From an optimization exercise on the open Yosys and OpenROAD flow, aimed at small area, a short achievable clock period and few clock cycles per item; shortcuts taken in it are not production practice. The RTL was checked by simulation tests, not by an equivalence proof against the original design.

==> flow/config.mk <==
export PLATFORM = sky130hd
export DESIGN_NAME = md_unit
export DESIGN_NICKNAME = md_unit
export VERILOG_FILES = /design/flow/design.v
export SDC_FILE = /design/flow/constraint.sdc
export NUM_CORES = 4
export LEC_CHECK = 0
export CAP_MARGIN = 20
export CORE_MARGIN = 2
export CORE_UTILIZATION = 40
export SLEW_MARGIN = 20
==> flow/constraint.sdc <==
create_clock -name core_clock -period 90.0 [get_ports {clk}]
set_input_delay 18.0000 -clock core_clock [delete_from_list [all_inputs] [get_ports {clk}]]
set_output_delay 18.0000 -clock core_clock [all_outputs]
set_load 0.01 [all_outputs]
==> flow/design.v <==
module md_unit (
  input  logic        clk,
  input  logic        reset,
  input  logic        MD_start,
  input  logic [1:0]  MDop,
  input  logic        MD_mtHI,
  input  logic        MD_mtLO,
  input  logic        MD_Rsel,
  input  logic        usehl_D,
  input  logic [31:0] A,
  input  logic [31:0] B,
  output logic [31:0] rd_data,
  output logic        busy,
  output logic        md_stall,
  output logic [31:0] HI_out,
  output logic [31:0] LO_out
);
  localparam int K  = 8;           
  localparam int NC = 32 / K;      
  localparam int CW = $clog2(NC + 1);
  localparam int AW = $clog2(NC);
  logic [31:0]   hi_q, lo_q, m_q;
  logic [CW-1:0] cnt_q;            
  logic [AW-1:0] al_q;             
  logic          nr_q, nq_q;       
  logic          div_q, sgn_q, nb_q;
  logic [31:0]   hi_d, lo_d, m_d;
  logic [CW-1:0] cnt_d;
  logic [AW-1:0] al_d;
  logic          nr_d, nq_d, div_d, sgn_d, nb_d;
  logic [31:0] hi_o, lo_o, hi_or, lo_or;
  logic        fill;
  always_comb begin
    fill = sgn_q & hi_q[31];
    hi_or[0] = 1'b0;
    lo_or[0] = 1'b0;
    for (int j = 1; j < 32; j++) begin
      hi_or[j] = hi_or[j-1] | hi_q[j-1];
      lo_or[j] = lo_or[j-1] | lo_q[j-1];
    end
    hi_o = hi_q ^ ({32{nr_q}} & hi_or);
    lo_o = lo_q ^ ({32{nq_q}} & lo_or);
    for (int a = 1; a < NC; a++) begin
      if (al_q == AW'(a)) begin
        hi_o = 32'({{32{fill}}, hi_q} >> (K * a));
        lo_o = (lo_q >> (K * a)) | (hi_q << (32 - K * a));
      end
    end
  end
  assign busy     = (cnt_q != '0);
  assign HI_out   = hi_o;
  assign LO_out   = lo_o;
  assign rd_data  = MD_Rsel ? lo_o : hi_o;
  assign md_stall = usehl_D & (MD_start | busy);
  logic          op_sgn, a_neg, b_neg, quick, bzero, swap;
  logic [31:0]   a_or, abs_a, b_mag;
  logic [5:0]    wa, wb;
  logic signed [7:0] nqb;
  logic [CW-1:0] cdiv, cmul, ca, cb;
  always_comb begin
    op_sgn = ~MDop[0];
    a_neg  = op_sgn & A[31];
    b_neg  = op_sgn & B[31];
    a_or[0] = 1'b0;
    for (int j = 1; j < 32; j++) a_or[j] = a_or[j-1] | A[j-1];
    abs_a = A ^ ({32{a_neg}} & a_or);
    b_mag = B ^ {32{b_neg}};           
    bzero = (B == 32'b0);
    wa = '0;
    wb = '0;
    for (int j = 0; j < 32; j++) begin
      if (abs_a[j]) wa = 6'(j + 1);
      if (b_mag[j]) wb = 6'(j + 1);
    end
    nqb   = 8'(wa) - 8'(wb) + 8'd1;
    quick = (nqb <= 0);
    cdiv  = CW'(NC);
    for (int c = NC - 1; c >= 1; c--)
      if (nqb <= K * c) cdiv = CW'(c);
    ca = CW'(NC);
    cb = CW'(NC);
    for (int c = NC - 1; c >= 1; c--) begin
      if (op_sgn ? ((A >> (K * c - 1)) == '0 || (~A >> (K * c - 1)) == '0)
                 : ((A >> (K * c)) == '0)) ca = CW'(c);
      if (op_sgn ? ((B >> (K * c - 1)) == '0 || (~B >> (K * c - 1)) == '0)
                 : ((B >> (K * c)) == '0)) cb = CW'(c);
    end
    swap = (ca < cb);                  
    cmul = swap ? ca : cb;
  end
  logic [31+K:0] xs [0:K];
  logic [K-1:0]  qb, bb;
  logic [31:0]   mm, mlt;
  logic          cdv, csg, clast, y32;
  always_comb begin
    mlt   = swap ? A : B;              
    mm    = busy ? m_q : (swap ? B : A);
    bb    = busy ? lo_q[K-1:0] : mlt[K-1:0];
    cdv   = busy & div_q;
    csg   = busy ? sgn_q : op_sgn;
    clast = busy ? (cnt_q == CW'(1)) : (cmul == CW'(1));
    y32   = cdv | (csg & mm[31]);
    xs[0] = '0;
    if (busy) xs[0] = div_q ? {hi_q, lo_q[31:32-K]} : {{K{sgn_q & hi_q[31]}}, hi_q};
    for (int i = 0; i < K; i++) begin
      logic [32+K:0] xw, yw, sw;
      logic          ci, sub, sel;
      sub = ~cdv & csg & clast & (i == 0);      
      xw  = {1'b0, xs[i]} >> (K - 1 - i);
      yw  = ({{(K+1){y32}}, mm} ^ {(33+K){sub}}) & ({(33+K){1'b1}} >> (K - i));
      ci  = cdv ? ~nb_q : sub;
      sw  = xw + yw + {{(32+K){1'b0}}, ci};
      sel = cdv ? sw[33+i] : bb[K-1-i];
      qb[K-1-i] = sw[33+i];
      xs[i+1] = xs[i];
      if (sel)
        xs[i+1] = (xs[i] & ~({(32+K){1'b1}} << (K - 1 - i))) | (sw[31+K:0] << (K - 1 - i));
    end
  end
  always_comb begin
    hi_d  = hi_q;
    lo_d  = lo_q;
    m_d   = m_q;
    cnt_d = cnt_q;
    al_d  = al_q;
    nr_d  = nr_q;
    nq_d  = nq_q;
    div_d = div_q;
    sgn_d = sgn_q;
    nb_d  = nb_q;
    if (busy) begin
      cnt_d = cnt_q - CW'(1);
      hi_d  = div_q ? xs[K][31:0] : xs[K][31+K:K];
      lo_d  = div_q ? {lo_q[31-K:0], qb} : {xs[K][K-1:0], lo_q[31:K]};
    end else begin
      hi_d = hi_o;
      lo_d = lo_o;
      al_d = '0;
      nr_d = 1'b0;
      nq_d = 1'b0;
      if (MD_start) begin
        if (!MDop[1]) begin
          hi_d  = xs[K][31+K:K];
          lo_d  = {xs[K][K-1:0], mlt[31:K]};
          m_d   = mm;
          cnt_d = cmul - CW'(1);
          al_d  = AW'(NC - cmul);
          div_d = 1'b0;
          sgn_d = op_sgn;
        end else if (!bzero) begin
          div_d = 1'b1;
          sgn_d = 1'b0;
          nb_d  = b_neg;
          m_d   = b_neg ? B : ~B;
          if (quick) begin
            hi_d = A;
            lo_d = 32'b0;
          end else begin
            cnt_d = cdiv;
            nr_d  = a_neg;
            nq_d  = a_neg ^ b_neg;
            hi_d  = 32'b0;
            lo_d  = abs_a;
            for (int c = 1; c < NC; c++) begin
              if (cdiv == CW'(c)) begin
                hi_d = abs_a >> (K * c);
                lo_d = abs_a << (32 - K * c);
              end
            end
          end
        end
      end else begin
        if (MD_mtHI) hi_d = A;
        if (MD_mtLO) lo_d = A;
      end
    end
  end
  always_ff @(posedge clk or posedge reset) begin
    if (reset) begin
      hi_q  <= 32'b0;
      lo_q  <= 32'b0;
      cnt_q <= '0;
      al_q  <= '0;
      nr_q  <= 1'b0;
      nq_q  <= 1'b0;
    end else begin
      hi_q  <= hi_d;
      lo_q  <= lo_d;
      cnt_q <= cnt_d;
      al_q  <= al_d;
      nr_q  <= nr_d;
      nq_q  <= nq_d;
    end
  end
  always_ff @(posedge clk) begin
    m_q   <= m_d;
    div_q <= div_d;
    sgn_q <= sgn_d;
    nb_q  <= nb_d;
  end
endmodule
==> flow/run.sh <==
#!/bin/bash
# synth_recipe.tcl (not shown) runs the flow's synth.tcl, then flattens the netlist and writes it again
# the make line also repeats each setting of config.mk as NAME=value (left out here)
make -C /OpenROAD-flow-scripts/flow DESIGN_CONFIG=/design/flow/config.mk WORK_HOME=/design/flow/orfs CLKGATE_MAP_FILE= SYNTH_SCRIPT=/design/flow/synth_recipe.tcl finish
==> out/qor.csv, run 1 <==
stage,metric,value,unit
floorplanning,fp.coreArea,87200,µm²
detailed_routing,drc,0,
finish,syn_to_final_growth,9.23,%
placed_design,dp.cells,6188,
outcome,status,timing/DRC/antenna clean,
finish,layout-drive-gt1-share,0.0764,
logic_synthesis,synthArstFlopShare,0.670,
worst_setup_path,max_stage_delay,1070,ps
global_routing,grt_max_degree,91,
worst_hold_path,hp-class,flop to flop,
logic_synthesis,synth_fp_nets,5464,
logic_synthesis,syn_avg_cell_area,6.96,µm²
logic_synthesis,synth_top_area_frac,0.106,
sta,worst_hold_slack,563,ps
sta,setup_tns,0,ps
floorplanning,initial_core_util,0.405,
floorplanning,row_count,108,
clocking,cts_tree,done,
run,maxCapViolations,0,
sta,report.final.slew_viol_count,0,
floorplanning,die_w,301,µm
clocking,cts_resized,0,
worst_setup_path,endpoint_kind,flop,
sta,min_period_over_period,0.594,
logic_synthesis,ys_top_cells_by_area,"ha_1 11%, nand2_1 6.6%, xnor2_1 6.3%",
sta,setup_viol,0,
placed_design,routabilityCongestion,1.08,
clocking,path_clk_slew,90,ps
clocking,htreeDepth,3,
finish,seq_area,2830,µm²
global_routing,grt_pass1_vias,38814,
clocking,clock_path_buffers,2,
finish,nNetsFinal,5434,
sta,fmax,0.0187,GHz
worst_setup_path,critPathRequiredTime,90320,ps
detailed_routing,drt_pass1_iterations,9,
clocking,numCtsBuffers,9,
placed_design,port_buffers,170,
global_routing,grtUsageTotal,0.413,
logic_synthesis,synth_ff_type,dfrtp_1,
clocking,cts-root-buf,clkbuf_16,
worst_setup_path,crit_type,input port to flop,
sta,tightest_slew,1260,ps
finish,stdcell_count,6210,
worst_setup_path,path_max_fanout,45,
global_routing,grt_overflow,0,
finish,fill_cells,9231,
finish,utilization,0.443,
global_routing,antenna_found_initial,10,
sta,relSlewSlack,0.137,
detailed_routing,detail-route-antenna-nets,0,
logic_synthesis,ys_seq_area_frac,0.0801,
logic_synthesis,synth.distinct_cells,126,
logic_synthesis,syn_area,35300,µm²
detailed_routing,drt_iter0_markers,6276,
worst_setup_path,cpMostUsedCell,ha_1,
global_routing,grt_pass1_wl,276000,µm
placed_design,detailedPlacementHpwl,152000,µm
floorplanning,pin_count,171,
floorplanning,die_h,301,µm
sta,rsz0062_at_grt,no,
clocking,cts_hold_buffers,0,
detailed_routing,vias,42942,
placed_design,placed_area,38200,µm²
logic_synthesis,syn_inst,5075,
logic_synthesis,yosysWarningCount,2,
detailed_routing,wl,195000,µm
finish,final_cell_mix,"622 x nand2_1, 429 x nor2_1, 402 x a21oi_1",
sta,finalCriticalPeriod,53490,ps
logic_synthesis,ys_seq_elements,106,
logic_synthesis,synth_edf_count,35,
worst_setup_path,critPathSlowestCell,o31ai_1,
worst_setup_path,worstSetupStartpointType,input port,
sta,hold_violations,0,
finish,multi_input_area,30800,µm²
detailed_routing,wire_per_inst,31.4,µm
clocking,clock-sinks,106,
detailed_routing,avgViaCountPerCell,6.91,
clocking,cts_setup_buffers,0,
sta,skew,23.6,ps
finish,final_common_cell,nand2_1,
clocking,clk_latency,410,ps
worst_setup_path,cp.arrival,53810,ps
finish,final_area,38600,µm²
logic_synthesis,synth_top_area_cell,ha_1,
floorplanning,die_area,90700,µm²
## sequential cells by signal, indices dropped and copies added (netlist names)
signal  cells
nq_q        1
nr_q        1
cnt_q       3
lo_q       32
hi_q       32
div_q       1
sgn_q       1
m_q        32
al_q        2
nb_q        1
## worst paths after layout
| check | from | to | slack [ps] | cells past startpoint |
|---|---|---|---|---|
| setup / recovery | A[18] | hi_q[29]$_DFF_PP0_ | 36510 | 106 |
| hold / removal | cnt_q[2]$_DFFE_PP0P_ | cnt_q[2]$_DFFE_PP0P_ | 560 | 1 |
| setup reg to reg | cnt_q[0]$_DFFE_PP0P_ | hi_q[29]$_DFF_PP0_ | 57070 | 96 |
| hold reg to reg | cnt_q[2]$_DFFE_PP0P_ | cnt_q[2]$_DFFE_PP0P_ | 560 | 1 |
| max in group asynchronous | reset | lo_q[4]$_DFF_PP0_ | 70920 | 3 |
| min in group asynchronous | reset | lo_q[10]$_DFF_PP0_ | 17960 | 2 |
## cell type report
class	count	share of cell area
clock inverter	7	0.00178
inverter	176	0.0173
sequential	106	0.0734
timing repair buffer	283	0.0668
clock buffer	9	0.00584
tap	1155	0.0375
antenna	5	0.000324
multi-input combinational	4469	0.797
## cells in the mapped netlist (all sizes together), types with 102 or more instances
master / instances
nand2: 623
nor2: 436
o21ai: 417
a21oi: 405
ha: 299
xnor2: 254
clkbuf: 235
inv: 176
a21o: 171
xor2: 121
nand3: 110
nor3: 110
mux2i: 105
a31oi: 102
## layer usage
| layer | vias to the layer above | GRT usage | wire length, µm |
|---|---|---|---|
| met5 | - | 0 | 13 |
| li1 | 18957 | - | - |
| met1 | 20475 | 0.526 | 76200 |
| met2 | 2862 | 0.601 | 79000 |
| met3 | 646 | 0.116 | 24000 |
| met4 | 2 | 0.283 | 16000 |
## critical path: cells and delay by family
| kind | cells | cell delay, ps |
|---|---|---|
| AO/OA/AOI/OAI | 54 | 18020 |
| XOR/XNOR | 1 | 150 |
| adder cells (fa/ha/maj) | 10 | 3580 |
| buffers and inverters | 10 | 4150 |
| multiplexers | 2 | 560 |
| AND/OR/NAND/NOR | 29 | 9130 |
## metrics by stage
step | setup slack (ps)
after CTS | 37930
after floorplan | 44490
after global routing | 35320
final | 36510
after global placement | 38310
after detailed placement | 37630
## cells by family (layout without fill, tap and decap cells)
group / Yosys count / in the layout / share of synthesized area
mux: 202 / 202 / 0.0716
flops: 106 / 106 / 0.0801
buf+inv: 500 / 475 / 0.0567
xor+xnor: 375 / 375 / 0.0930
simple gates: 1716 / 1716 / 0.229
fa+ha+maj: 316 / 316 / 0.116
compound gates: 1860 / 1860 / 0.354
other cells: 0 / 5 / 0
Testbench counts, summed over its fixed seeds: cycles 6,136, ops 3,200.
==> run 2: changes to the inputs <==
--- a/flow/design.v
+++ b/flow/design.v
@@ -88,20 +88,39 @@
     swap = (ca < cb);                  
     cmul = swap ? ca : cb;
   end
+  function automatic logic [32+K:0] sk_add(input logic [32+K:0] x, input logic [32+K:0] y,
+                                           input logic ci, input int w);
+    logic [32+K:0] p, g, gg, pp, r;
+    p  = x ^ y;
+    g  = x & y;
+    g[0] = g[0] | (p[0] & ci);
+    gg = g;
+    pp = p;
+    for (int l = 1; l < w; l = l * 2)
+      for (int i = 0; i < w; i++)
+        if ((i / l) % 2 == 1) begin
+          gg[i] = gg[i] | (pp[i] & gg[(i / l) * l - 1]);
+          pp[i] = pp[i] & pp[(i / l) * l - 1];
+        end
+    r = '0;
+    r[0] = p[0] ^ ci;
+    for (int i = 1; i <= 32 + K; i++)
+      if (i < w) r[i] = p[i] ^ gg[i-1];
+      else if (i == w) r[i] = gg[i-1];
+    sk_add = r;
+  endfunction
   logic [31+K:0] xs [0:K];
   logic [K-1:0]  qb, bb;
-  logic [31:0]   mm, mlt;
+  logic [31:0]   mm;
   logic          cdv, csg, clast, y32;
   always_comb begin
-    mlt   = swap ? A : B;              
-    mm    = busy ? m_q : (swap ? B : A);
-    bb    = busy ? lo_q[K-1:0] : mlt[K-1:0];
-    cdv   = busy & div_q;
-    csg   = busy ? sgn_q : op_sgn;
-    clast = busy ? (cnt_q == CW'(1)) : (cmul == CW'(1));
+    mm    = m_q;
+    bb    = lo_q[K-1:0];
+    cdv   = div_q;
+    csg   = sgn_q;
+    clast = (cnt_q == CW'(1));
     y32   = cdv | (csg & mm[31]);
-    xs[0] = '0;
-    if (busy) xs[0] = div_q ? {hi_q, lo_q[31:32-K]} : {{K{sgn_q & hi_q[31]}}, hi_q};
+    xs[0] = div_q ? {hi_q, lo_q[31:32-K]} : {{K{sgn_q & hi_q[31]}}, hi_q};
     for (int i = 0; i < K; i++) begin
       logic [32+K:0] xw, yw, sw;
       logic          ci, sub, sel;
@@ -109,7 +128,7 @@
       xw  = {1'b0, xs[i]} >> (K - 1 - i);
       yw  = ({{(K+1){y32}}, mm} ^ {(33+K){sub}}) & ({(33+K){1'b1}} >> (K - i));
       ci  = cdv ? ~nb_q : sub;
-      sw  = xw + yw + {{(32+K){1'b0}}, ci};
+      sw  = sk_add(xw, yw, ci, 33 + i);
       sel = cdv ? sw[33+i] : bb[K-1-i];
       qb[K-1-i] = sw[33+i];
       xs[i+1] = xs[i];
@@ -140,10 +159,10 @@
       nq_d = 1'b0;
       if (MD_start) begin
         if (!MDop[1]) begin
-          hi_d  = xs[K][31+K:K];
-          lo_d  = {xs[K][K-1:0], mlt[31:K]};
-          m_d   = mm;
-          cnt_d = cmul - CW'(1);
+          hi_d  = 32'b0;
+          lo_d  = swap ? A : B;
+          m_d   = swap ? B : A;
+          cnt_d = cmul;
           al_d  = AW'(NC - cmul);
           div_d = 1'b0;
           sgn_d = op_sgn;
--- a/flow/config.mk
+++ b/flow/config.mk
@@ -5,7 +5,8 @@
 export SDC_FILE = /design/flow/constraint.sdc
 export NUM_CORES = 4
 export LEC_CHECK = 0
+export ABC_AREA = 1
 export CAP_MARGIN = 20
 export CORE_MARGIN = 2
-export CORE_UTILIZATION = 40
+export CORE_UTILIZATION = 60
 export SLEW_MARGIN = 20
==> out/qor.csv, run 2 <==
stage,metric,value,unit
worst_setup_path,cpMostUsedCell,clkdlybuf4s50_1,
clocking,clock_path_buffers,2,
clocking,clock-sinks,106,
worst_hold_path,min_from,cnt_q[0]$_DFFE_PP0P_,
placed_design,routabilityCongestion,1.13,
placed_design,port_buffers,170,
logic_synthesis,synth_ff_type,dfrtp_1,
logic_synthesis,synth_top_area_frac,0.155,
finish,final_cell_mix,"1270 x nand2_1, 560 x inv_1, 502 x nand3_1",
logic_synthesis,synth_common_cells,"1273 x nand2_1, 561 x inv_1, 502 x nand3_1, 447 x o21ai_0, 352 x a21oi_1",
clocking,path_clk_slew,90,ps
sta,setup_viol,0,
logic_synthesis,synth_top_family_by_area,simple AND/OR/NAND/NOR gates,
placed_design,detailedPlacementHpwl,115000,µm
finish,nNetsFinal,5544,
global_routing,grt_util_met3,0.172,
logic_synthesis,yosysWarningCount,2,
clocking,cts_hold_buffers,0,
floorplanning,fp.coreArea,51100,µm²
logic_synthesis,yosys.area_share.simple,0.344,
logic_synthesis,synth.distinct_cells,84,
finish,top_regs,"hi_q x32, lo_q x32, m_q x32",
global_routing,grt_pass1_wl,214000,µm
detailed_routing,avgViaCountPerCell,6.59,
outcome,status,timing/DRC/antenna clean,
detailed_routing,detail-route-antenna-nets,0,
finish,final_common_cell,nand2_1,
worst_setup_path,critPathBufInv,4,
global_routing,grt_max_degree,131,
finish,layout-drive-gt1-share,0.0579,
clocking,htreeDepth,3,
sta,worst_hold_slack,628,ps
worst_setup_path,cp.arrival,20130,ps
global_routing,grt_overflow,0,
logic_synthesis,synth-compound-area-share,0.219,
clocking,clk_latency,390,ps
sta,hold_violations,0,
logic_synthesis,ys_seq_area_frac,0.0916,
floorplanning,die_h,231,µm
global_routing,grtUsageMet1,0.624,
finish,fill_cells,4718,
detailed_routing,wl,147000,µm
global_routing,grtUsageTotal,0.535,
logic_synthesis,syn_inst,5093,
sta,fmax,0.0262,GHz
logic_synthesis,synth_top_area_cell,nand2_1,
global_routing,busiest_layer,met2,
worst_setup_path,path_cells,clkdlybuf4s50_1 -> buf_4 -> inv_1 -> o21ai_0 -> clkdlybuf4s50_1,
sta,tightest_slew,1230,ps
sta,rsz0062_at_grt,no,
clocking,cts_setup_buffers,0,
global_routing,use_met2,0.790,
floorplanning,die_w,231,µm
floorplanning,pin_count,171,
logic_synthesis,ys_top_cells_by_area,"nand2_1 15%, ha_1 12%, nand3_1 8.1%",
logic_synthesis,ys_seq_elements,106,
sta,report.final.slew_viol_count,0,
sta,setup_tns,0,ps
logic_synthesis,synth_adder_area_share,0.154,
worst_setup_path,r2r_slack,58130,ps
run,maxCapViolations,0,
worst_setup_path,rr_worst_depth,167,
worst_setup_path,endpoint_kind,primary output,
finish,final_area,33100,µm²
logic_synthesis,synthMuxAreaShare,0.00130,
detailed_routing,drt_iter0_markers,5751,
logic_synthesis,synth_most_common_cell,nand2_1,
logic_synthesis,synth_edf_count,35,
worst_hold_path,hp-class,flop to flop,
clocking,cts_resized,0,
worst_setup_path,critPathRequiredTime,72000,ps
worst_setup_path,cpLargestDelayFamily,buffers and inverters,
worst_setup_path,worstSetupStartpointType,input port,
global_routing,grt_pass1_vias,35051,
worst_hold_path,holdPathStages,2,
logic_synthesis,synthArstFlopShare,0.670,
worst_setup_path,critPathSlowestCell,clkdlybuf4s50_1,
floorplanning,row_count,83,
detailed_routing,drc,0,
logic_synthesis,synth-xor-area-share,0.0825,
detailed_routing,vias,38342,
clocking,numCtsBuffers,9,
worst_setup_path,max_stage_delay,590,ps
sta,finalCriticalPeriod,38130,ps
finish,syn_to_final_growth,7.34,%
floorplanning,die_area,53300,µm²
logic_synthesis,synth_fp_nets,5511,
sta,skew,13.1,ps
detailed_routing,drt_pass1_iterations,13,
global_routing,antenna_found_initial,11,
sta,min_period_over_period,0.424,
worst_setup_path,crit_type,input port to primary output,
logic_synthesis,syn_avg_cell_area,6.06,µm²
logic_synthesis,syn_area,30900,µm²
clocking,cts-root-buf,clkbuf_16,
worst_setup_path,reg2reg_to,lo_q[25]$_DFF_PP0_,
worst_hold_path,whs_endpoint,cnt_q[0]$_DFFE_PP0P_,
worst_setup_path,path_max_fanout,35,
worst_setup_path,timing.rr.start,div_q$_SDFFCE_PN0P_,
floorplanning,initial_core_util,0.604,
placed_design,placed_area,32800,µm²
sta,relSlewSlack,0.174,
detailed_routing,wire_per_inst,25.4,µm
clocking,cts_tree,done,
==> run 2: kinds of logic after synthesis <==
kind of cell / count (synthesis)
multiplexers: 4
adder cells (fa/ha/maj): 345
buffers and inverters: 808
AO/OA/AOI/OAI: 1167
XOR/XNOR: 287
flip-flops: 106
AND/OR/NAND/NOR: 2376
==> run 2: metrics by stage <==
step	setup slack (ps)	util	cells
2_1_floorplan	52790	-	5093
3_3_place_gp	51980	0.643	5795
3_5_place_dp	51920	0.643	5795
4_1_cts	51900	0.648	5811
5_1_grt	51710	0.649	5811
6_report	51870	0.649	5814
==> run 2: layout make-up <==
class	count	area, µm²	share of cell area
multi-input cells	4179	24700	0.746
clock buffers	9	225	0.00679
well taps	680	851	0.0257
clock inverters	7	78.8	0.00238
flip-flops and latches	106	2830	0.0853
diodes	3	7.51	0.000226
inverters	600	2260	0.0682
repair buffers	230	2160	0.0652
==> run 2: routing by layer <==
layer | share of wire | wire [µm] | vias up
li1 | - | - | 17211
met5 | 0.00054 | 79 | -
met2 | 0.40 | 59700 | 2897
met3 | 0.14 | 20800 | 830
met1 | 0.35 | 51500 | 17392
met4 | 0.10 | 15400 | 12
==> run 2: worst max path at each step <==
| stage | from | end | cells past startpoint |
|---|---|---|---|
| 6_report | MD_Rsel | rd_data[25] | 5 |
| 5_1_grt | MD_Rsel | rd_data[28] | 6 |
| 4_1_cts | MD_Rsel | rd_data[28] | 6 |
| 3_5_place_dp | MD_Rsel | rd_data[28] | 6 |
| 3_3_place_gp | MD_Rsel | rd_data[24] | 6 |
| 2_1_floorplan | MD_start | md_stall | 7 |
==> run 2: worst reg2reg max path, delay by kind of cell, from the launching register on <==
family / cells / cell delay, ps
compound gates: 27 / 5270
xor+xnor: 1 / 310
fa+ha+maj: 10 / 3750
buf+inv: 19 / 6250
flops: 1 / 450
simple gates: 110 / 15720
Testbench counts of run 2, summed over its fixed seeds: cycles 7,691, ops 3,200.
==> run 3: changes to the inputs <==
--- a/flow/config.mk
+++ b/flow/config.mk
@@ -6,7 +6,7 @@
 export NUM_CORES = 4
 export LEC_CHECK = 0
 export ABC_AREA = 1
-export CAP_MARGIN = 20
+export CAP_MARGIN = 5
 export CORE_MARGIN = 2
-export CORE_UTILIZATION = 60
-export SLEW_MARGIN = 20
+export CORE_UTILIZATION = 50
+export SLEW_MARGIN = 5
==> out/qor.csv, run 3 <==
stage,metric,value,unit
outcome,status,timing/DRC/antenna clean,
finish,final_common_cell,nand2_1,
floorplanning,initial_core_util,0.503,
sta,skew,24.4,ps
detailed_routing,avgViaCountPerCell,6.20,
worst_setup_path,crit_type,input port to primary output,
sta,finalCriticalPeriod,38750,ps
logic_synthesis,synth_ff_type,dfrtp_1,
finish,layout-drive-gt1-share,0.0593,
worst_setup_path,cpMostUsedCell,clkdlybuf4s50_1,
clocking,clock_path_buffers,2,
run,maxCapViolations,0,
detailed_routing,drt_pass1_iterations,6,
floorplanning,die_h,253,µm
clocking,cts_hold_buffers,0,
floorplanning,row_count,91,
global_routing,grt_max_degree,94,
clocking,htreeDepth,3,
logic_synthesis,ys_top_cells_by_area,"nand2_1 15%, ha_1 12%, nand3_1 8.1%",
sta,worst_hold_slack,600,ps
placed_design,place_ws,51340,ps
worst_setup_path,path_max_fanout,35,
placed_design,detailedPlacementHpwl,119000,µm
worst_setup_path,cpLargestDelayFamily,buffers and inverters,
sta,relSlewSlack,0.103,
global_routing,grtUsageTotal,0.460,
clocking,cts_setup_buffers,0,
worst_setup_path,cp.arrival,20750,ps
detailed_routing,drc,0,
logic_synthesis,ys_seq_area_frac,0.0916,
clocking,clk_latency,390,ps
finish,final_cell_mix,"1270 x nand2_1, 560 x inv_1, 502 x nand3_1",
logic_synthesis,syn_inst,5093,
worst_setup_path,worstSetupStartpointType,input port,
worst_setup_path,max_stage_delay,1100,ps
worst_setup_path,endpoint_kind,primary output,
placed_design,routabilityCongestion,1.09,
worst_setup_path,path_cells,clkdlybuf4s50_1 -> inv_1 -> o21ai_0 -> clkdlybuf4s50_1,
clocking,clock-sinks,106,
clocking,path_clk_slew,80,ps
logic_synthesis,synth_most_common_cell,nand2_1,
global_routing,grt_overflow,0,
worst_setup_path,critPathSlowestCell,clkdlybuf4s50_1,
floorplanning,fp.coreArea,61400,µm²
logic_synthesis,ys_seq_elements,106,
floorplanning,die_w,253,µm
clocking,cts_resized,0,
global_routing,antenna_found_initial,6,
logic_synthesis,syn_area,30900,µm²
worst_setup_path,critPathBufInv,3,
logic_synthesis,synthArstFlopShare,0.670,
finish,top_regs,"hi_q x32, lo_q x32, m_q x32",
floorplanning,die_area,63800,µm²
detailed_routing,vias,36783,
sta,hold_violations,0,
logic_synthesis,synth.distinct_cells,84,
finish,fill_cells,6410,
placed_design,placed_area,33000,µm²
sta,rsz0062_at_grt,no,
logic_synthesis,yosysWarningCount,2,
detailed_routing,wl,150000,µm
placed_design,port_buffers,170,
clocking,cts_tree,done,
clocking,cts-root-buf,clkbuf_16,
sta,fmax,0.0258,GHz
logic_synthesis,synth_top_area_frac,0.155,
global_routing,grt_pass1_vias,33860,
detailed_routing,wire_per_inst,25.3,µm
worst_hold_path,hp-class,flop to flop,
logic_synthesis,synth_edf_count,35,
global_routing,grt_pass1_wl,218000,µm
logic_synthesis,synth_common_cells,"1273 x nand2_1, 561 x inv_1, 502 x nand3_1, 447 x o21ai_0, 352 x a21oi_1",
logic_synthesis,syn_avg_cell_area,6.06,µm²
worst_setup_path,critPathRequiredTime,72000,ps
detailed_routing,drt_iter0_markers,4650,
clocking,numCtsBuffers,9,
logic_synthesis,synth_top_area_cell,nand2_1,
finish,final_area,33400,µm²
finish,syn_to_final_growth,8.00,%
sta,report.final.slew_viol_count,0,
sta,tightest_slew,1330,ps
sta,setup_viol,0,
detailed_routing,detail-route-antenna-nets,0,
floorplanning,pin_count,171,
sta,worst_slack,51250,ps
logic_synthesis,synth_fp_nets,5511,
finish,nNetsFinal,5553,
sta,setup_tns,0,ps
sta,min_period_over_period,0.431,
run 3: stage by stage:
| stage | instances | utilization |
|---|---|---|
| final | 5935 | 0.543 |
| after floorplan | 5093 | - |
| after global placement | 5914 | 0.538 |
| after global routing | 5930 | 0.543 |
| after CTS | 5930 | 0.543 |
| after detailed placement | 5914 | 0.538 |
run 3: final timing paths:
check | start | to | slack, ps | depth (start not counted)
min in group asynchronous | reset | lo_q[11]$_DFF_PP0_ | 17820 | 2
max | MD_Rsel | rd_data[9] | 51250 | 4
max reg2reg | div_q$_SDFFCE_PN0P_ | lo_q[30]$_DFF_PP0_ | 58460 | 171
max in group asynchronous | reset | hi_q[25]$_DFF_PP0_ | 70940 | 3
min reg2reg | cnt_q[0]$_DFFE_PP0P_ | cnt_q[0]$_DFFE_PP0P_ | 600 | 2
min | cnt_q[0]$_DFFE_PP0P_ | cnt_q[0]$_DFFE_PP0P_ | 600 | 2
run 3: layer usage:
metal	share of wire	GRT usage	wire (µm)	vias to the layer above
met4	0.096	0.367	14400	8
met1	0.39	0.563	58000	16825
met3	0.11	0.106	15800	582
met5	0.00041	0	61	-
li1	-	-	-	17236
met2	0.41	0.691	61700	2132
run 3: layout make-up:
cell class              count  area [µm²]  area share
flip-flops and latches    106        2830      0.0848
inverters                 600        2260      0.0678
diodes                      5        12.5    0.000375
clock buffers              10         250     0.00750
well taps                 790         988      0.0296
repair buffers            239        2210      0.0664
multi-input cells        4179       24700       0.741
clock inverters             6        66.3     0.00199
run 3: worst reg2reg max path: cells and delay by family (launching register included):
kind	cells	cell delay, ps
xor+xnor	1	280
simple gates	112	14850
flops	1	410
fa+ha+maj	10	3710
compound gates	26	4950
buf+inv	22	7220
run 3: cells by family after synthesis:
| logic type | share of synthesized area |
|---|---|
| AND/OR/NAND/NOR | 0.344 |
| AO/OA/AOI/OAI | 0.219 |
| buffers and inverters | 0.108 |
| adder cells (fa/ha/maj) | 0.154 |
| XOR/XNOR | 0.0825 |
| flip-flops | 0.0916 |
| multiplexers | 0.00130 |
==> run 4: changes to the inputs <==
--- a/flow/design.v
+++ b/flow/design.v
@@ -136,63 +136,50 @@
         xs[i+1] = (xs[i] & ~({(32+K){1'b1}} << (K - 1 - i))) | (sw[31+K:0] << (K - 1 - i));
     end
   end
-  always_comb begin
-    hi_d  = hi_q;
-    lo_d  = lo_q;
-    m_d   = m_q;
-    cnt_d = cnt_q;
-    al_d  = al_q;
-    nr_d  = nr_q;
-    nq_d  = nq_q;
-    div_d = div_q;
-    sgn_d = sgn_q;
-    nb_d  = nb_q;
-    if (busy) begin
-      cnt_d = cnt_q - CW'(1);
-      hi_d  = div_q ? xs[K][31:0] : xs[K][31+K:K];
-      lo_d  = div_q ? {lo_q[31-K:0], qb} : {xs[K][K-1:0], lo_q[31:K]};
-    end else begin
-      hi_d = hi_o;
-      lo_d = lo_o;
-      al_d = '0;
-      nr_d = 1'b0;
-      nq_d = 1'b0;
-      if (MD_start) begin
-        if (!MDop[1]) begin
-          hi_d  = 32'b0;
-          lo_d  = swap ? A : B;
-          m_d   = swap ? B : A;
-          cnt_d = cmul;
-          al_d  = AW'(NC - cmul);
-          div_d = 1'b0;
-          sgn_d = op_sgn;
-        end else if (!bzero) begin
-          div_d = 1'b1;
-          sgn_d = 1'b0;
-          nb_d  = b_neg;
-          m_d   = b_neg ? B : ~B;
-          if (quick) begin
-            hi_d = A;
-            lo_d = 32'b0;
-          end else begin
-            cnt_d = cdiv;
-            nr_d  = a_neg;
-            nq_d  = a_neg ^ b_neg;
-            hi_d  = 32'b0;
-            lo_d  = abs_a;
-            for (int c = 1; c < NC; c++) begin
-              if (cdiv == CW'(c)) begin
-                hi_d = abs_a >> (K * c);
-                lo_d = abs_a << (32 - K * c);
-              end
-            end
-          end
-        end
-      end else begin
-        if (MD_mtHI) hi_d = A;
-        if (MD_mtLO) lo_d = A;
-      end
-    end
+  logic s_bdiv, s_bmul, s_smul, s_sdiv, s_idle, s_wHI, s_wLO, s_keepHI, s_keepLO;
+  logic [NC-1:0] s_norm;
+  always_comb begin
+    s_bdiv = busy & div_q;
+    s_bmul = busy & ~div_q;
+    s_idle = ~busy;
+    s_smul = s_idle & MD_start & ~MDop[1];
+    s_sdiv = s_idle & MD_start & MDop[1] & ~bzero;
+    s_wHI    = s_idle & ~MD_start & MD_mtHI;
+    s_wLO    = s_idle & ~MD_start & MD_mtLO;
+    s_keepHI = s_idle & ~s_smul & ~s_sdiv & ~s_wHI;
+    s_keepLO = s_idle & ~s_smul & ~s_sdiv & ~s_wLO;
+    for (int c = 1; c <= NC; c++) s_norm[c-1] = s_sdiv & ~quick & (cdiv == CW'(c));
+    hi_d = ({32{s_bdiv}} & xs[K][31:0])
+         | ({32{s_bmul}} & xs[K][31+K:K])
+         | ({32{s_wHI | (s_sdiv & quick)}} & A)
+         | ({32{s_keepHI}} & hi_o);
+    lo_d = ({32{s_bdiv}} & {lo_q[31-K:0], qb})
+         | ({32{s_bmul}} & {xs[K][K-1:0], lo_q[31:K]})
+         | ({32{s_wLO | (s_smul & swap)}} & A)
+         | ({32{s_smul & ~swap}} & B)
+         | ({32{s_keepLO}} & lo_o);
+    for (int c = 1; c <= NC; c++) begin
+      hi_d = hi_d | ({32{s_norm[c-1]}} & (abs_a >> (K * c)));
+      lo_d = lo_d | ({32{s_norm[c-1]}} & (abs_a << (32 - K * c)));
+    end
+    m_d   = busy ? m_q : (MDop[1] ? (b_neg ? B : ~B) : (swap ? B : A));
+    div_d = busy ? div_q : MDop[1];
+    sgn_d = busy ? sgn_q : (op_sgn & ~MDop[1]);
+    nb_d  = busy ? nb_q : b_neg;
+    cnt_d = busy ? cnt_q - CW'(1) : '0;
+    al_d  = '0;
+    nr_d  = busy & nr_q;
+    nq_d  = busy & nq_q;
+    if (s_smul) begin
+      cnt_d = cmul;
+      al_d  = AW'(NC - cmul);
+    end
+    if (s_sdiv & ~quick) begin
+      cnt_d = cdiv;
+      nr_d  = a_neg;
+      nq_d  = a_neg ^ b_neg;
+    end
+    if (busy) al_d = al_q;
   end
   always_ff @(posedge clk or posedge reset) begin
     if (reset) begin
==> out/qor.csv, run 4 <==
stage,metric,value,unit
outcome,status,timing/DRC/antenna clean,
placed_design,detailedPlacementHpwl,109000,µm
sta,finalCriticalPeriod,38060,ps
logic_synthesis,syn_inst,4747,
placed_design,port_buffers,170,
logic_synthesis,ys_seq_area_frac,0.0976,
logic_synthesis,synth_fp_nets,5165,
run,maxCapViolations,0,
floorplanning,initial_core_util,0.504,
finish,final_common_cell,nand2_1,
finish,multi_input_area,23100,µm²
sta,fmax,0.0263,GHz
logic_synthesis,ys_top_cells_by_area,"nand2_1 17%, ha_1 12%, nand3_1 8.4%",
logic_synthesis,synth_common_cells,"1307 x nand2_1, 559 x inv_1, 486 x nand3_1, 288 x ha_1, 287 x o21ai_0",
detailed_routing,detail-route-antenna-nets,0,
finish,nNetsFinal,5238,
worst_setup_path,path_max_fanout,40,
clocking,numCtsBuffers,9,
finish,syn_to_final_growth,8.78,%
floorplanning,fp.coreArea,57500,µm²
clocking,cts_tree,done,
logic_synthesis,synthArstFlopShare,0.670,
detailed_routing,drt_pass1_iterations,8,
logic_synthesis,synth.distinct_cells,72,
finish,fill_cells,6035,
floorplanning,die_h,245,µm
detailed_routing,drt_iter0_markers,4362,
detailed_routing,vias,34347,
worst_setup_path,cp.arrival,20060,ps
sta,report.final.slew_viol_count,0,
worst_setup_path,critPathRequiredTime,72000,ps
clocking,cts_setup_buffers,0,
clocking,clock-sinks,106,
sta,setup_viol,0,
global_routing,grtUsageTotal,0.447,
sta,setup_tns,0,ps
floorplanning,pin_count,171,
detailed_routing,drc,0,
clocking,clk_latency,410,ps
logic_synthesis,synth_top_area_cell,nand2_1,
floorplanning,die_area,59900,µm²
clocking,cts-root-buf,clkbuf_16,
floorplanning,die_w,245,µm
detailed_routing,avgViaCountPerCell,6.14,
global_routing,grt_overflow,0,
worst_setup_path,worstSetupStartpointType,input port,
sta,relSlewSlack,0.185,
logic_synthesis,ys_seq_elements,106,
detailed_routing,wl,136000,µm
worst_hold_path,hp-class,flop to flop,
worst_setup_path,endpoint_kind,primary output,
global_routing,antenna_found_initial,1,
finish,top_regs,"hi_q x32, lo_q x32, m_q x32",
sta,rsz0062_at_grt,no,
logic_synthesis,syn_area,29000,µm²
logic_synthesis,syn_avg_cell_area,6.10,µm²
logic_synthesis,synth_ff_type,dfrtp_1,
clocking,clock_path_buffers,2,
sta,skew,19.3,ps
finish,final_cell_mix,"1307 x nand2_1, 558 x inv_1, 485 x nand3_1",
placed_design,routabilityCongestion,1.07,
clocking,htreeDepth,3,
finish,seq_area,2830,µm²
sta,min_period_over_period,0.423,
clocking,cts_resized,0,
clocking,path_clk_slew,90,ps
logic_synthesis,synth_most_common_cell,nand2_1,
global_routing,grt_pass1_vias,31792,
logic_synthesis,yosysWarningCount,2,
worst_setup_path,crit_type,input port to primary output,
floorplanning,row_count,88,
sta,tightest_slew,1210,ps
sta,hold_violations,0,
finish,layout-drive-gt1-share,0.0574,
logic_synthesis,synth_top_area_frac,0.169,
logic_synthesis,synth_edf_count,35,
clocking,cts_hold_buffers,0,
sta,worst_hold_slack,603,ps
global_routing,grt_pass1_wl,201000,µm
detailed_routing,wire_per_inst,24.3,µm
global_routing,grt_max_degree,67,
==> run 4: cell type report <==
| class | count | share of cell area |
|---|---|---|
| multi-input combinational | 3882 | 0.732 |
| timing repair buffer | 230 | 0.0681 |
| inverter | 591 | 0.0704 |
| tap | 765 | 0.0304 |
| clock buffer | 9 | 0.00715 |
| clock inverter | 7 | 0.00258 |
| antenna | 1 | 0.0000794 |
| sequential | 106 | 0.0897 |
==> run 4: cell families (layout without fill, tap and decap cells) <==
group | after synthesis | count (layout) | share of synthesized area
AND/OR/NAND/NOR | 2342 | 2342 | 0.356
other | 0 | 1 | 0
XOR/XNOR | 275 | 275 | 0.0839
multiplexers | 3 | 3 | 0.00104
adder cells (fa/ha/maj) | 345 | 345 | 0.164
buffers and inverters | 759 | 837 | 0.108
AO/OA/AOI/OAI | 917 | 917 | 0.190
flip-flops | 106 | 106 | 0.0976
==> run 4: path summary, 6_finish.rpt <==
path,cells past startpoint,end,start,slack [ps]
min in group asynchronous,2,cnt_q[0]$_DFF_PP0_,reset,17860
max in group asynchronous,3,hi_q[3]$_DFF_PP0_,reset,70970
worst max register to register,174,hi_q[31]$_DFF_PP0_,div_q$_DFFE_PP_,58130
worst min register to register,2,lo_q[19]$_DFF_PP0_,lo_q[27]$_DFF_PP0_,600
worst max-delay path,6,rd_data[22],MD_Rsel,51940
worst min-delay path,2,lo_q[19]$_DFF_PP0_,lo_q[27]$_DFF_PP0_,600
==> run 4: stage by stage <==
stage | instances | setup slack (ps) | cell area, µm² | util
floorplan | 4747 | 53320 | 29000 | -
global placement | 5574 | 52010 | 31200 | 0.543
detailed placement | 5574 | 51980 | 31200 | 0.543
CTS | 5590 | 51970 | 31500 | 0.548
global route | 5590 | 51780 | 31500 | 0.548
finish | 5591 | 51940 | 31500 | 0.548
==> run 4: per-layer routing <==
layer	vias up	global-route usage	wire, µm
li1	16055	-	-
met1	15680	0.556	52100
met2	2005	0.671	56300
met3	605	0.118	15900
met4	2	0.310	11700
met5	-	0.00817	72
==> run 4: worst max-delay path, cell delays in order <==
cell             delay [ps]
clkdlybuf4s50_1         390
buf_4                   240
inv_1                   580
nor2_1                  120
a31oi_1                 160
clkdlybuf4s50_1         570
Testbench counts of run 4, summed over its fixed seeds: cycles 7,691, ops 3,200.
==> run 5: changes to the inputs <==
--- a/flow/design.v
+++ b/flow/design.v
@@ -123,17 +123,30 @@
     xs[0] = div_q ? {hi_q, lo_q[31:32-K]} : {{K{sgn_q & hi_q[31]}}, hi_q};
     for (int i = 0; i < K; i++) begin
       logic [32+K:0] xw, yw, sw;
-      logic          ci, sub, sel;
+      logic [K-1:0]  tp, tn;
+      logic          ci, sub, sel, c33, inc, dec;
       sub = ~cdv & csg & clast & (i == 0);      
       xw  = {1'b0, xs[i]} >> (K - 1 - i);
-      yw  = ({{(K+1){y32}}, mm} ^ {(33+K){sub}}) & ({(33+K){1'b1}} >> (K - i));
+      xw  = xw & {{K{1'b0}}, {33{1'b1}}};
+      yw  = {{K{1'b0}}, {y32, mm} ^ {33{sub}}};
       ci  = cdv ? ~nb_q : sub;
-      sw  = sk_add(xw, yw, ci, 33 + i);
-      sel = cdv ? sw[33+i] : bb[K-1-i];
-      qb[K-1-i] = sw[33+i];
+      sw  = sk_add(xw, yw, ci, 33);
+      c33 = sw[33];
+      sel = cdv ? c33 : bb[K-1-i];
+      qb[K-1-i] = c33;
+      tp  = (K)'(xs[i] >> (K + 32 - i));
+      inc = c33 & ~y32;
+      dec = ~c33 & y32;
+      tn  = tp;
+      for (int k = 0; k < K; k++) if (k < i)
+        tn[k] = tp[k] ^ ((inc & ((tp & ((K)'(1) << k) - (K)'(1)) == ((K)'(1) << k) - (K)'(1)))
+                       | (dec & ((tp & ((K)'(1) << k) - (K)'(1)) == '0)));
       xs[i+1] = xs[i];
-      if (sel)
-        xs[i+1] = (xs[i] & ~({(32+K){1'b1}} << (K - 1 - i))) | (sw[31+K:0] << (K - 1 - i));
+      if (sel) begin
+        xs[i+1] = (xs[i] & ~({(32+K){1'b1}} << (K - 1 - i))) | ((31+K+1)'(sw[32:0]) << (K - 1 - i));
+        if (i > 0)
+          xs[i+1] = (xs[i+1] & ~({(32+K){1'b1}} << (K + 32 - i))) | ((31+K+1)'(tn) << (K + 32 - i));
+      end
     end
   end
   logic s_bdiv, s_bmul, s_smul, s_sdiv, s_idle, s_wHI, s_wLO, s_keepHI, s_keepLO;
--- a/flow/config.mk
+++ b/flow/config.mk
@@ -6,7 +6,7 @@
 export NUM_CORES = 4
 export LEC_CHECK = 0
 export ABC_AREA = 1
-export CAP_MARGIN = 5
+export CAP_MARGIN = 20
 export CORE_MARGIN = 2
 export CORE_UTILIZATION = 50
-export SLEW_MARGIN = 5
+export SLEW_MARGIN = 20
==> out/qor.csv, run 5 <==
stage,metric,value,unit
clocking,clk_latency,390,ps
logic_synthesis,synth_top_family_by_area,simple AND/OR/NAND/NOR gates,
detailed_routing,avgViaCountPerCell,6.01,
detailed_routing,vias,32307,
run,maxCapViolations,0,
sta,fmax,0.0260,GHz
sta,rsz0062_at_grt,no,
logic_synthesis,synth_most_common_cell,nand2_1,
placed_design,routabilityCongestion,1.07,
logic_synthesis,synth_fp_nets,4994,
detailed_routing,drc,0,
clocking,cts_tree,done,
clocking,cts_setup_buffers,0,
worst_setup_path,endpoint_kind,primary output,
worst_setup_path,critPathSlowestCell,clkinv_1,
logic_synthesis,synth.distinct_cells,66,
worst_hold_path,holdPathStages,1,
global_routing,grtUsageTotal,0.432,
clocking,path_clk_slew,90,ps
logic_synthesis,ys_top_cells_by_area,"nand2_1 19%, ha_1 12%, inv_1 7.4%",
finish,nNetsFinal,5065,
worst_setup_path,reg2reg_to,lo_q[29]$_DFF_PP0_,
floorplanning,die_area,56500,µm²
sta,min_period_over_period,0.427,
logic_synthesis,syn_area,27300,µm²
worst_setup_path,critPathRequiredTime,72000,ps
sta,relSlewSlack,0.214,
worst_hold_path,whs_endpoint,cnt_q[0]$_DFF_PP0_,
logic_synthesis,synthArstFlopShare,0.670,
logic_synthesis,syn_inst,4600,
worst_hold_path,hp-class,flop to flop,
global_routing,grt_overflow,0,
global_routing,grt_pass1_wl,183000,µm
logic_synthesis,syn_avg_cell_area,5.93,µm²
logic_synthesis,synth_common_cells,"1375 x nand2_1, 540 x inv_1, 345 x o21ai_0, 311 x nor2_1, 302 x nand3_1",
clocking,htreeDepth,3,
worst_setup_path,cp.arrival,20400,ps
logic_synthesis,ys_seq_elements,106,
logic_synthesis,synth_top_area_cell,nand2_1,
logic_synthesis,yosys.area_share.simple,0.341,
sta,finalCriticalPeriod,38400,ps
sta,setup_viol,0,
clocking,numCtsBuffers,9,
floorplanning,pin_count,171,
clocking,cts_resized,0,
finish,syn_to_final_growth,9.96,%
placed_design,port_buffers,170,
global_routing,busiest_layer,met2,
placed_design,detailedPlacementHpwl,99400,µm
sta,tightest_slew,1180,ps
sta,hold_violations,0,
logic_synthesis,synth-xor-area-share,0.0715,
floorplanning,die_h,238,µm
global_routing,use_met2,0.679,
detailed_routing,wire_per_inst,23.1,µm
detailed_routing,detail-route-antenna-nets,0,
logic_synthesis,synth_top_area_frac,0.189,
worst_setup_path,crit_type,input port to primary output,
floorplanning,initial_core_util,0.506,
worst_setup_path,timing.rr.start,div_q$_DFFE_PP_,
sta,skew,17.8,ps
sta,worst_hold_slack,601,ps
detailed_routing,drt_pass1_iterations,6,
sta,worst_slack,51600,ps
worst_setup_path,path_max_fanout,37,
detailed_routing,wl,124000,µm
worst_setup_path,cpMostUsedCell,clkdlybuf4s50_1,
logic_synthesis,yosysWarningCount,2,
global_routing,grt_max_degree,72,
clocking,cts-root-buf,clkbuf_16,
sta,report.final.slew_viol_count,0,
global_routing,antenna_found_initial,4,
logic_synthesis,synth_ff_type,dfrtp_1,
worst_setup_path,cpLargestDelayFamily,buffers and inverters,
clocking,cts_hold_buffers,0,
worst_setup_path,worstSetupStartpointType,input port,
logic_synthesis,synth_adder_area_share,0.163,
worst_hold_path,min_from,cnt_q[0]$_DFF_PP0_,
logic_synthesis,ys_seq_area_frac,0.104,
outcome,status,timing/DRC/antenna clean,
finish,layout-drive-gt1-share,0.0415,
floorplanning,die_w,238,µm
logic_synthesis,synthMuxAreaShare,0.00110,
finish,top_regs,"hi_q x32, lo_q x32, m_q x32",
worst_setup_path,critPathBufInv,4,
global_routing,grt_util_met3,0.0754,
detailed_routing,drt_iter0_markers,3902,
logic_synthesis,synth-compound-area-share,0.217,
worst_setup_path,r2r_slack,55810,ps
logic_synthesis,synth_edf_count,35,
floorplanning,fp.coreArea,53900,µm²
floorplanning,row_count,85,
global_routing,grtUsageMet1,0.551,
clocking,clock-sinks,106,
finish,final_cell_mix,"1369 x nand2_1, 539 x inv_1, 343 x o21ai_0",
finish,final_common_cell,nand2_1,
worst_setup_path,rr_worst_depth,180,
worst_setup_path,max_stage_delay,650,ps
global_routing,grt_pass1_vias,29235,
placed_design,place_ws,51650,ps
sta,setup_tns,0,ps
clocking,clock_path_buffers,2,
worst_setup_path,path_cells,clkdlybuf4s50_1 -> buf_4 -> clkinv_1 -> o21ai_0 -> clkdlybuf4s50_1,
run 5: cell count changes after synthesis, sizes merged, moves of 37 or more:
cell,change
nand3,-186
o21ai,+91
nor2,+63
xor2,-60
nand2,+50
a21oi,-37
run 5: layer usage:
metal | vias to the layer above | part of all wire
met5 | - | 0.00024
met4 | 4 | 0.079
met3 | 430 | 0.094
met2 | 1692 | 0.42
met1 | 14649 | 0.40
li1 | 15532 | -
run 5: metrics by stage:
step	area (µm²)	util	instances
after floorplan	27300	-	4600
after global placement	29700	0.550	5356
after detailed placement	29700	0.550	5356
after CTS	30000	0.556	5372
after global routing	30000	0.556	5372
final	30000	0.556	5374
run 5: worst max path at each step:
stage | from | end | slack (ps) | depth (start not counted)
floorplan | MD_Rsel | rd_data[12] | 53200 | 4
global placement | MD_Rsel | rd_data[3] | 51710 | 5
detailed placement | MD_Rsel | rd_data[20] | 51650 | 5
CTS | MD_Rsel | rd_data[16] | 51630 | 5
global route | MD_Rsel | rd_data[16] | 51400 | 5
finish | MD_Rsel | rd_data[16] | 51600 | 5
run 5: cell type report:
type | count | area (µm²)
tap | 696 | 871
antenna | 2 | 5.00
multi-input combinational | 3757 | 21700
clock inverter | 7 | 72.6
timing repair buffer | 229 | 2140
clock buffer | 9 | 225
inverter | 568 | 2130
sequential | 106 | 2830
fill | 5654 | 23900
run 5: kinds of logic after synthesis:
| family | count (synthesis) |
|---|---|
| compound gates | 1001 |
| fa+ha+maj | 321 |
| simple gates | 2211 |
| xor+xnor | 221 |
| flops | 106 |
| buf+inv | 737 |
| mux | 3 |
Testbench counts of run 5, summed over its fixed seeds: cycles 7,691, ops 3,200.
==> run 6: changes to the inputs <==
--- a/flow/design.v
+++ b/flow/design.v
@@ -149,18 +149,19 @@
       end
     end
   end
-  logic s_bdiv, s_bmul, s_smul, s_sdiv, s_idle, s_wHI, s_wLO, s_keepHI, s_keepLO;
+  logic s_bdiv, s_bmul, s_smul, s_szero, s_sdiv, s_idle, s_wHI, s_wLO, s_keepHI, s_keepLO;
   logic [NC-1:0] s_norm;
   always_comb begin
     s_bdiv = busy & div_q;
     s_bmul = busy & ~div_q;
     s_idle = ~busy;
-    s_smul = s_idle & MD_start & ~MDop[1];
+    s_smul = s_idle & MD_start & ~MDop[1] & (A != 32'b0) & ~bzero;
+    s_szero = s_idle & MD_start & ~MDop[1] & ((A == 32'b0) | bzero);
     s_sdiv = s_idle & MD_start & MDop[1] & ~bzero;
     s_wHI    = s_idle & ~MD_start & MD_mtHI;
     s_wLO    = s_idle & ~MD_start & MD_mtLO;
-    s_keepHI = s_idle & ~s_smul & ~s_sdiv & ~s_wHI;
-    s_keepLO = s_idle & ~s_smul & ~s_sdiv & ~s_wLO;
+    s_keepHI = s_idle & ~s_smul & ~s_szero & ~s_sdiv & ~s_wHI;
+    s_keepLO = s_idle & ~s_smul & ~s_szero & ~s_sdiv & ~s_wLO;
     for (int c = 1; c <= NC; c++) s_norm[c-1] = s_sdiv & ~quick & (cdiv == CW'(c));
     hi_d = ({32{s_bdiv}} & xs[K][31:0])
          | ({32{s_bmul}} & xs[K][31+K:K])
==> out/qor.csv, run 6 <==
stage,metric,value,unit
sta,tightest_slew,1390,ps
sta,setup_viol,0,
detailed_routing,drc,0,
clocking,cts_resized,0,
logic_synthesis,ys_seq_area_frac,0.104,
clocking,numCtsBuffers,9,
worst_setup_path,critPathBufInv,4,
detailed_routing,vias,32291,
finish,nNetsFinal,4979,
clocking,clock-sinks,106,
floorplanning,die_w,237,µm
finish,top_regs,"hi_q x32, lo_q x32, m_q x32",
detailed_routing,detail-route-antenna-nets,0,
floorplanning,pin_count,171,
placed_design,placed_area,29600,µm²
worst_setup_path,crit_type,input port to primary output,
sta,finalCriticalPeriod,38440,ps
clocking,cts_setup_buffers,0,
logic_synthesis,yosysWarningCount,2,
finish,final_area,29900,µm²
worst_hold_path,hp-class,flop to flop,
worst_setup_path,max_stage_delay,650,ps
sta,skew,22.0,ps
clocking,clk_latency,400,ps
finish,layout-drive-gt1-share,0.0447,
logic_synthesis,synth.distinct_cells,74,
worst_setup_path,cpLargestDelayFamily,buffers and inverters,
worst_setup_path,critPathRequiredTime,72000,ps
detailed_routing,wire_per_inst,23.6,µm
finish,utilization,0.555,
detailed_routing,drt_pass1_iterations,7,
worst_setup_path,worstSetupStartpointType,input port,
floorplanning,row_count,85,
worst_setup_path,endpoint_kind,primary output,
floorplanning,initial_core_util,0.506,
global_routing,antenna_found_initial,5,
sta,hold_violations,0,
sta,setup_tns,0,ps
clocking,clock_path_buffers,2,
run,maxCapViolations,0,
detailed_routing,wl,125000,µm
logic_synthesis,synth_top_area_frac,0.182,
logic_synthesis,synth_fp_nets,4903,
worst_setup_path,path_max_fanout,38,
clocking,htreeDepth,3,
logic_synthesis,synth_ff_type,dfrtp_1,
logic_synthesis,synth_edf_count,35,
global_routing,grt_max_degree,77,
finish,final_cell_mix,"1313 x nand2_1, 539 x inv_1, 379 x o21ai_0",
worst_setup_path,cpMostUsedCell,clkdlybuf4s50_1,
logic_synthesis,ys_seq_elements,106,
floorplanning,die_h,237,µm
placed_design,routabilityCongestion,1.09,
clocking,cts_tree,done,
logic_synthesis,ys_top_cells_by_area,"nand2_1 18%, ha_1 12%, inv_1 7.4%",
global_routing,grtUsageTotal,0.432,
placed_design,port_buffers,170,
finish,final_common_cell,nand2_1,
floorplanning,fp.coreArea,53800,µm²
sta,report.final.slew_viol_count,0,
detailed_routing,drt_iter0_markers,3743,
detailed_routing,avgViaCountPerCell,6.10,
worst_setup_path,path_cells,clkdlybuf4s50_1 -> buf_4 -> clkinv_1 -> o21ai_0 -> clkdlybuf4s50_1,
worst_setup_path,cp.arrival,20440,ps
logic_synthesis,syn_inst,4509,
outcome,status,timing/DRC/antenna clean,
global_routing,grt_pass1_wl,183000,µm
clocking,cts_hold_buffers,0,
logic_synthesis,synth_most_common_cell,nand2_1,
logic_synthesis,syn_avg_cell_area,6.04,µm²
sta,fmax,0.0260,GHz
logic_synthesis,synthArstFlopShare,0.670,
worst_setup_path,critPathSlowestCell,clkinv_1,
logic_synthesis,synth_common_cells,"1319 x nand2_1, 540 x inv_1, 382 x o21ai_0, 319 x nand3_1, 265 x nor2_1",
global_routing,grt_overflow,0,
sta,min_period_over_period,0.427,
clocking,cts-root-buf,clkbuf_16,
sta,relSlewSlack,0.0663,
logic_synthesis,syn_area,27200,µm²
floorplanning,die_area,56300,µm²
logic_synthesis,synth_top_area_cell,nand2_1,
placed_design,detailedPlacementHpwl,99800,µm
sta,rsz0062_at_grt,no,
global_routing,grt_pass1_vias,29389,
clocking,path_clk_slew,100,ps
finish,syn_to_final_growth,9.70,%
[run 6: cell types whose count changed in the layout (fill, tap and decap cells not counted), moves of 8 or more]
cell and change:
o21ai_1 -57, nand2_1 -56, nor2_1 -46, o21ai_0 +36, nor3_1 -20, nand3_1 +17
o22ai_1 +17, a221oi_1 +16, inv_2 -12, o221ai_1 -11, a21o_1 -8, xor2_1 +8
[run 6: final cells by class]
type | instances | area [µm²]
Inverter | 556 | 2090
Clock inverter | 4 | 30.0
Timing Repair Buffer | 230 | 2150
Antenna cell | 4 | 10.0
Clock buffer | 12 | 262
Fill cell | 5676 | 23900
Sequential cell | 106 | 2830
Tap cell | 696 | 871
Multi-Input combinational cell | 3682 | 21600
[run 6: per-stage QoR]
step | setup WS (ps) | hold slack, ps | cells
6_report | 51560 | 533 | 5290
2_1_floorplan | 53200 | 486 | 4509
4_1_cts | 51610 | 531 | 5285
5_1_grt | 50360 | 585 | 5286
3_5_place_dp | 51620 | 517 | 5269
3_3_place_gp | 51660 | 523 | 5269
[run 6: path summary, 6_finish.rpt]
path                                     from                  to  slack [ps]  cells past startpoint
max                                   MD_Rsel         rd_data[19]       51560                      5
min                        cnt_q[0]$_DFF_PP0_  cnt_q[0]$_DFF_PP0_         530                      1
max reg2reg                   div_q$_DFFE_PP_  lo_q[29]$_DFF_PP0_       53180                    189
min reg2reg                cnt_q[0]$_DFF_PP0_  cnt_q[0]$_DFF_PP0_         530                      1
max in group asynchronous               reset  hi_q[24]$_DFF_PP0_       70910                      3
min in group asynchronous               reset  lo_q[31]$_DFF_PP0_       17880                      2
[run 6: cells by family (layout without fill, tap and decap cells)]
| group | Yosys count | in the layout | synth area share |
|---|---|---|---|
| AO/OA/AOI/OAI | 1000 | 1000 | 0.218 |
| XOR/XNOR | 229 | 229 | 0.0737 |
| adder cells (fa/ha/maj) | 321 | 321 | 0.163 |
| buffers and inverters | 721 | 802 | 0.104 |
| flip-flops | 106 | 106 | 0.104 |
| multiplexers | 2 | 2 | 0.000735 |
| other | 0 | 4 | 0 |
| AND/OR/NAND/NOR | 2130 | 2130 | 0.337 |
[run 6: routing by layer]
layer / GRT usage / part of all wire / vias to the layer above / routed length [µm]
met4: 0.301 / 0.083 / 4 / 10300
met3: 0.0906 / 0.10 / 480 / 12800
met5: 0 / 0.00020 / - / 25
li1: - / - / 15291 / -
met2: 0.661 / 0.42 / 1808 / 52300
met1: 0.544 / 0.39 / 14708 / 49200
Testbench counts of run 6, summed over its fixed seeds: cycles 7,600, ops 3,200.

## port drivers added, routing unchanged
No port has a modelled driver above. Below, the same layouts with a new extraction and two added sets of constraints. Step 1, drivers: a clkbuf_16 drives clk and a buf_2 each remaining input, both assumed. Step 2 also shifts input and output timing later by t, the mid clock arrival at the registers, as if the neighbouring blocks saw the same clock. Slacks: ideal ports / drivers / drivers and shift; pairs: ideal ports / drivers.
| run | shift t [ns] | setup WS [ns] | hold slack, ns | latest minus earliest clock arrival (ns) | worst slew at a driven data input, ns |
|---|---|---|---|---|---|
| run 1 | 0.463 | 36.509 / 36.544 / 36.081 | 0.563 / 0.563 / 0.563 | 0.024 / 0.024 | 0.05 |
| run 2 | 0.446 | 51.870 / 51.845 / 51.845 | 0.628 / 0.628 / 0.628 | 0.013 / 0.013 | 0.05 |
| run 3 | 0.446 | 51.248 / 51.220 / 51.220 | 0.600 / 0.600 / 0.600 | 0.025 / 0.025 | 0.05 |
| run 4 | 0.461 | 51.936 / 51.916 / 51.916 | 0.603 / 0.603 / 0.603 | 0.020 / 0.020 | 0.04 |
| run 5 | 0.442 | 51.599 / 51.574 / 51.574 | 0.601 / 0.601 / 0.601 | 0.018 / 0.018 | 0.04 |
| run 6 | 0.451 | 51.562 / 51.539 / 51.539 | 0.533 / 0.533 / 0.533 | 0.024 / 0.023 | 0.08 |
After both steps every run listed still meets setup and hold. The setup slack of run 1, which loses most, moves by +0.035 ns with the drivers and by -0.428 ns with both steps.
